Background: an optimization exercise with open tools, aiming at small area and a short achievable clock period. Do not read the settings as production practice.
The RTL was checked by simulation tests, not by an equivalence proof against the original design.
Power and IR drop assume default switching activity.

==> flow/design.v <==
`timescale 1ns/1ps
module hubris_lite
(
    input  logic        clk,
    input  logic        reset,
    input  logic        inst_valid,
    input  logic [31:0] inst,
    input  logic        io_output_en,
    output logic [7:0]  io_output_data,
    output logic [31:0] io_buffer_size_avai
);
    logic [6:0] opc;
    logic [2:0] f3;
    logic [6:0] f7;
    logic [4:0] rs1, rs2, rd;
    logic is_opimm, is_op, is_lui, is_load, is_store;
    logic d_add, d_slt, d_xor, d_or, d_and, d_sll, d_srl, d_lw, d_sw;
    logic d_cin, d_we;
    assign opc = inst[6:0];
    assign f3  = inst[14:12];
    assign f7  = inst[31:25];
    assign rs1 = inst[19:15];
    assign rs2 = inst[24:20];
    assign rd  = inst[11:7];
    assign is_opimm = (opc == 7'b0010011);
    assign is_op    = (opc == 7'b0110011);
    assign is_lui   = (opc == 7'b0110111);
    assign is_load  = (opc == 7'b0000011);
    assign is_store = (opc == 7'b0100011);
    logic f7z, f7s;
    assign f7z = (f7 == 7'b0000000);
    assign f7s = (f7 == 7'b0100000);
    assign d_add = (is_opimm && f3 == 3'b000) ||
                   (is_op && f3 == 3'b000 && (f7z || f7s)) ||
                   is_lui;
    assign d_slt = f3 == 3'b010 && (is_opimm || (is_op && f7z));
    assign d_xor = f3 == 3'b100 && (is_opimm || (is_op && f7z));
    assign d_or  = f3 == 3'b110 && (is_opimm || (is_op && f7z));
    assign d_and = f3 == 3'b111 && (is_opimm || (is_op && f7z));
    assign d_sll = f3 == 3'b001 && (is_opimm || is_op) && f7z;
    assign d_srl = f3 == 3'b101 && (is_opimm || is_op) && f7z;
    assign d_lw  = is_load && f3 == 3'b010;
    assign d_sw  = is_store && (f3 == 3'b000 || f3 == 3'b010);
    assign d_cin = (is_op && f7[5]) || ((is_op || is_opimm) && f3 == 3'b010);
    assign d_we  = (d_add | d_slt | d_xor | d_or | d_and | d_sll | d_srl | d_lw) && rd != 5'd0;
    logic        e_add, e_slt, e_xor, e_or, e_and, e_sll, e_srl, e_lw, e_sw;
    logic        e_cin, e_we;
    logic [4:0]  e_rd;
    logic [31:0] e_a, e_b;
    logic [7:0]  e_sd;
    logic [4:0]  e_sh;
    logic [31:0] regs [1:31];
    logic [31:1] rv;
    logic [31:0] result;
    logic        w_we;
    logic [4:0]  w_rd;
    logic [31:0] w_q;
    logic [31:1] sel1, sel2, wsel;
    always_comb begin
        for (int i = 1; i < 32; i++) begin
            sel1[i] = (rs1 == 5'(i)) && rv[i];
            sel2[i] = (rs2 == 5'(i)) && rv[i];
            wsel[i] = w_we && (w_rd == 5'(i));
        end
    end
    always_ff @(posedge clk) begin
        for (int i = 1; i < 32; i++) begin
            if (wsel[i]) regs[i] <= ~w_q;
        end
        if (reset) rv <= '0;
        else       rv <= rv | wsel;
        w_we <= e_we && !reset;
        w_rd <= e_rd;
        w_q  <= result;
    end
    logic [31:0] r1, r2;
    always_comb begin
        r1 = '0;
        r2 = '0;
        for (int i = 1; i < 32; i++) begin
            r1 = r1 | ({32{sel1[i]}} & ~regs[i]);
            r2 = r2 | ({32{sel2[i]}} & ~regs[i]);
        end
    end
    logic be1, be2, bw1, bw2;
    logic [31:0] u1, u2, v2, imm;
    logic [31:0] u1_rev, res_rev;
    assign be1 = e_we && (e_rd == rs1);
    assign be2 = e_we && (e_rd == rs2);
    assign bw1 = w_we && (w_rd == rs1);
    assign bw2 = w_we && (w_rd == rs2);
    assign u1  = bw1 ? w_q : r1;
    assign u2  = bw2 ? w_q : r2;
    assign v2  = be2 ? result : u2;
    always_comb begin
        for (int i = 0; i < 32; i++) begin
            u1_rev[i]  = u1[31-i];
            res_rev[i] = result[31-i];
        end
    end
    logic [31:0] a_next;
    always_comb begin
        a_next = ({32{ be1 && !d_sll}} & result)
               | ({32{ be1 &&  d_sll}} & res_rev)
               | ({32{!be1 && !d_sll}} & u1)
               | ({32{!be1 &&  d_sll}} & u1_rev);
        if (is_lui) a_next = '0;
    end
    always_comb begin
        if (is_lui)        imm = {inst[31:12], 12'b0};
        else if (is_store) imm = {{20{inst[31]}}, inst[31:25], inst[11:7]};
        else               imm = {{20{inst[31]}}, inst[31:20]};
    end
    always_ff @(posedge clk) begin
        if (reset || !inst_valid) begin
            {e_add, e_slt, e_xor, e_or, e_and, e_sll, e_srl, e_lw, e_sw, e_we} <= '0;
        end else begin
            {e_add, e_slt, e_xor, e_or, e_and, e_sll, e_srl, e_lw, e_sw, e_we} <=
                {d_add, d_slt, d_xor, d_or, d_and, d_sll, d_srl, d_lw, d_sw, d_we};
        end
        e_cin <= d_cin;
        e_rd  <= rd;
        e_a   <= a_next;
        e_b   <= (is_op ? v2 : imm) ^ {32{d_cin}};
        e_sd  <= v2[7:0];
        e_sh  <= is_op ? v2[4:0] : imm[4:0];
    end
    logic [31:0] sum;
    logic [32:0] sum33;
    assign sum33 = {e_a, 1'b1} + {e_b, e_cin};
    assign sum   = sum33[32:1];
    logic slt;
    assign slt = (e_a[31] == e_b[31]) ? e_a[31] : sum[31];
    logic [31:0] sh_out, sh_rev;
    assign sh_out = e_a >> e_sh;
    always_comb begin
        for (int i = 0; i < 32; i++) sh_rev[i] = sh_out[31-i];
    end
    logic [31:0] need_c, gen_c;
    logic        m_rest, m_lw, m_sw;
    always_comb begin
        for (int i = 0; i < 32; i++) begin
            if (i == 31) begin
                need_c[i] = ~(e_a[i] ^ e_b[i]);
                gen_c[i]  = e_a[i] & e_b[i];
            end else begin
                need_c[i] = e_a[i] ^ e_b[i];
                gen_c[i]  = e_a[i] | e_b[i];
            end
        end
        m_rest = !need_c[0];
        for (int i = 1; i < 32; i++) begin
            if (i != 2 && i != 3) m_rest = m_rest && (need_c[i] == gen_c[i-1]);
        end
    end
    assign m_lw = m_rest && (need_c[2] == gen_c[1]) && (need_c[3] == gen_c[2]);
    assign m_sw = m_rest && (need_c[2] != gen_c[1]) && (need_c[3] == (e_a[2] & e_b[2]));
    logic [5:0] free;
    always_comb begin
        result = ({32{e_add}} & sum)
               | ({32{e_slt}} & {31'b0, slt})
               | ({32{e_xor}} & (e_a ^ e_b))
               | ({32{e_or}}  & (e_a | e_b))
               | ({32{e_and}} & (e_a & e_b))
               | ({32{e_srl}} & sh_out)
               | ({32{e_sll}} & sh_rev)
               | ({32{e_lw && m_lw}} & {26'b0, free});
    end
    logic [7:0] mem [32];
    logic [4:0] wp, rp, rp1;
    logic       full, empty, one;
    logic       push, pop;
    logic [7:0] head;
    assign full  = (free == 6'd0);
    assign empty = free[5];
    assign one   = (free == 6'd31);
    assign push  = e_sw && m_sw && !full;
    assign pop   = io_output_en && !empty;
    always_ff @(posedge clk) begin
        for (int j = 0; j < 32; j++) begin
            if (!full && wp == 5'(j)) mem[j] <= e_sd;
        end
    end
    logic [7:0] next_byte;
    always_comb begin
        next_byte = '0;
        for (int j = 0; j < 32; j++) begin
            next_byte = next_byte | ({8{rp1 == 5'(j)}} & mem[j]);
        end
    end
    logic [5:0] free_m1, free_p1;
    logic [4:0] wp1;
    always_comb begin
        logic ci, bi, cw, cr;
        ci = 1'b1;
        bi = 1'b1;
        for (int i = 0; i < 6; i++) begin
            free_p1[i] = free[i] ^ ci;
            free_m1[i] = free[i] ^ bi;
            ci = ci & free[i];
            bi = bi & ~free[i];
        end
        cw = 1'b1;
        cr = 1'b1;
        for (int i = 0; i < 5; i++) begin
            wp1[i] = wp[i] ^ cw;
            rp1[i] = rp[i] ^ cr;
            cw = cw & wp[i];
            cr = cr & rp[i];
        end
    end
    always_ff @(posedge clk) begin
        if (reset) begin
            wp   <= '0;
            rp   <= '0;
            free <= 6'd32;
        end else begin
            if (push) wp <= wp1;
            if (pop)  rp <= rp1;
            if (push && !pop)      free <= free_m1;
            else if (pop && !push) free <= free_p1;
        end
        if (empty || (one && io_output_en)) head <= e_sd;
        else if (pop)                       head <= next_byte;
    end
    assign io_output_data      = head;
    assign io_buffer_size_avai = {26'b0, free};
endmodule
clock: 6.5 ns
lec_check: 0
abc_area: 1
cap_margin: 20
core_margin: 2
core_utilization: 45
cts_buf_list: sky130_fd_sc_hd__clkbuf_16
cts_cluster_diameter: 150
cts_cluster_size: 20
setup_slack_margin: 3.6
slew_margin: 20
tns_end_percent: 5
run.sh (not shown) runs the stock make flow with config.mk's settings and CLKGATE_MAP_FILE= SYNTH_SCRIPT=/design/flow/synth_recipe.tcl, a recipe that flattens the netlist after the stock synthesis.
The first run completed without violations.
Next try:
Settings changed: CORE_UTILIZATION 45 to 50, SETUP_SLACK_MARGIN 3.6 to 3.5.
Total power is lower slightly; critical path depth decreases by 7; clock skew drops by 23 ps; non-clock buffer count grows by 29.

-- separate check: timing with driven ports --
No port has a modelled driver above. Below, the same layouts with a new extraction and two added sets of constraints. Step 1, drivers: a clkbuf_16 drives clk and a buf_2 each remaining input, both assumed. Step 2 adds t to the input delays and takes it off the output delays; t is the mean of the earliest and latest rising clock arrival at the registers after step 1. Input paths then give back, and output paths get back, about the clock's delay inside the block. a / b / c = no drivers / after step 1 / after step 2; a / b = the first two.
run | shift t [ns] | setup slack, ns | clock arrival spread, ns
the first run | 0.852 | 3.312 / 3.248 / 2.455 | 0.072 / 0.072
the second run | 0.846 | 3.361 / 3.361 / 2.531 | 0.044 / 0.044
After both steps every run listed still meets setup and hold. For the first run, which loses most, drivers alone change the setup slack by -0.064 ns; drivers and shift together by -0.857 ns.
